Context: an optimization exercise on an open-source flow, tuned for small area and a short achievable clock period. The choices shown serve that exercise and are no tape-out recipe.
Function was checked by simulation only, so behaviour that the tests miss may differ from the original.
No activity file was given, so power comes from the tool's default toggle rates.

==> job 5946 <==
// joltage_select_sum
module joltage_select_sum #(
  parameter int MAX_K = 12,
  parameter int VAL_W = 40,
  parameter int SUM_W = 64,
  parameter int CNT_W = 32,
  localparam int KW   = $clog2(MAX_K+1)
)(
  input  logic             clk,
  input  logic             rst_n,
  input  logic [KW-1:0]    k_sel,
  input  logic [3:0]       in_digit,
  input  logic             in_last,
  input  logic             in_valid,
  output logic             in_ready,
  input  logic             sum_clr,
  output logic             line_valid,
  output logic [VAL_W-1:0] line_value,
  output logic             line_short,
  output logic [SUM_W-1:0] sum_out,
  output logic [CNT_W-1:0] lines_done,
  output logic [2:0]       error
);
  logic [MAX_K-1:0][3:0] dig, cand;
  logic [MAX_K-1:2] asc_q, asc_nxt;
  logic [VAL_W-1:0] val_a, val_b, va_nxt, vb_nxt, val;
  logic [KW-1:0]    cnt, k_r;
  logic             live, fin, in_line;
  logic             acc, upd, clr, dig_ok, k_ok, short_l, add_ok;
  logic [MAX_K-1:1] shf;
  logic [VAL_W:0]   add_lo;
  logic [SUM_W-1:0] sum_nxt;
  logic             carry;
  logic [CNT_W-1:0] lines_nxt;
  logic [2:0]       err_set;
  assign in_ready = live && !fin;
  assign acc      = in_valid && in_ready;
  assign dig_ok   = (in_digit <= 4'd9);
  assign upd      = acc && dig_ok;
  assign clr      = fin || !live;
  assign k_ok     = (k_sel != '0) && (k_sel <= KW'(MAX_K));
  assign short_l  = (cnt < k_r);
  assign add_ok   = fin && !short_l;
  always_comb begin
    shf[MAX_K-1] = asc_q[MAX_K-1];
    for (int j = MAX_K-2; j >= 2; j--)
      shf[j] = shf[j+1] | asc_q[j];
    shf[1] = shf[2] | ((KW'(1) < k_r) && (dig[1] < dig[0]));
    cand[0] = (shf[1] || in_digit > dig[0]) ? in_digit : dig[0];
    for (int j = 1; j < MAX_K; j++)
      cand[j] = shf[j] ? dig[j-1] : dig[j];
    for (int j = 2; j < MAX_K; j++)
      asc_nxt[j] = (KW'(j) < k_r) && (cand[j] < cand[j-1]);
  end
  jss_bcd2bin u_conv (.d(cand), .va(va_nxt), .vb(vb_nxt));
  assign line_valid = fin;
  assign line_short = fin && short_l;
  assign line_value = add_ok ? val : '0;
  jss_cpa_bk #(.W(VAL_W)) u_val (.a(val_a), .b(val_b), .s(val));
  ...
==> flow/config.mk <==
export PLATFORM = sky130hd
export DESIGN_NAME = joltage_select_sum
export DESIGN_NICKNAME = joltage_select_sum
export VERILOG_FILES = /design/flow/design.v
export SDC_FILE = /design/flow/constraint.sdc
export NUM_CORES = 4
export LEC_CHECK = 0
export CAP_MARGIN = 20
export CORE_MARGIN = 2
export CORE_UTILIZATION = 55
export SETUP_SLACK_MARGIN = 3.5
export SLEW_MARGIN = 20
==> flow/constraint.sdc <==
create_clock -name core_clock -period 9.0 [get_ports {clk}]
set_input_delay 1.8000 -clock core_clock [delete_from_list [all_inputs] [get_ports {clk}]]
set_output_delay 1.8000 -clock core_clock [all_outputs]
set_load 0.01 [all_outputs]
run.sh (not shown) runs the stock make flow with config.mk's settings and CLKGATE_MAP_FILE= SYNTH_SCRIPT=/design/flow/synth_recipe.tcl, a recipe that flattens the netlist after the stock synthesis.
==> inputs of job 1100, as changes to job 5946 <==
Settings changed: SETUP_SLACK_MARGIN 3.5 to 2.5.
==> comparison table <==
Buffering overhead: job 1100 7.89%; job 5946 10.1%
Register-to-register path setup slack: job 1100 2.82 ns; job 5946 3.29 ns
Power, Total: job 1100 2.53 mW; job 5946 2.54 mW
Clock network area share: job 1100 4.53%; job 5946 4.20%
Cell area after layout: job 1100 21500 um^2; job 5946 22900 um^2
Final RePlAce weighted congestion: job 1100 0.891; job 5946 0.885
Detailed-routing iteration count for the pre-antenna-repair pass: job 1100 4; job 5946 5
Number of cells traversed by the worst register-to-register path: job 1100 16; job 5946 27
Detailed-route wire length per cell: job 1100 17.1 um; job 5946 17.2 um
WL final: job 1100 40.8 mm; job 5946 42.7 mm
Vias per std cell: job 1100 5.23; job 5946 5.27
Unrepaired setup endpoints after global routing: job 1100 false; job 5946 true
All-Layer GR Usage: job 1100 24.1%; job 5946 24.3%
Gates resized, CTS repair: job 1100 15; job 5946 151
Post-route met1 wirelength: job 1100 19.7 mm; job 5946 19.7 mm
Outcome: job 1100 finished clean; job 5946 finished clean
Met3 routing resource usage after global routing: job 1100 2.63%; job 5946 2.88%
Share of the final layout cell area in sequential cells: job 1100 29.1%; job 5946 27.3%
Minimum clock period after layout: job 1100 6.30 ns; job 5946 6.18 ns

-- separate check: timing with driven ports --
In the flow no input, the clock included, has a driving cell. The finished layouts below were timed again as built, in two steps. Step 1 (the two cells are an assumption about what drives the block):
set clk [get_ports {clk}]
set_driving_cell -lib_cell sky130_fd_sc_hd__clkbuf_16 $clk
set_driving_cell -lib_cell sky130_fd_sc_hd__buf_2 [delete_from_list [all_inputs] $clk]
Step 2 moves the port delays by t, midway between the first and last clock arrival at a register: inputs arrive t later, outputs are due t later. That takes back most of the time a late clock gives input paths. a / b / c = ideal / step 1 / step 2; a / b = the first two.
run | shift t [ns] | setup slack, ns | hold slack, ns
job 5946 | 0.595 | 2.821 / 2.768 / 3.159 | 0.479 / 0.479 / 0.479
job 1100 | 0.599 | 2.697 / 2.643 / 2.496 | 0.472 / 0.472 / 0.472
After both steps every run listed still meets setup and hold. The setup slack of job 1100, which loses most, moves by -0.054 ns with the drivers and by -0.201 ns with both steps.
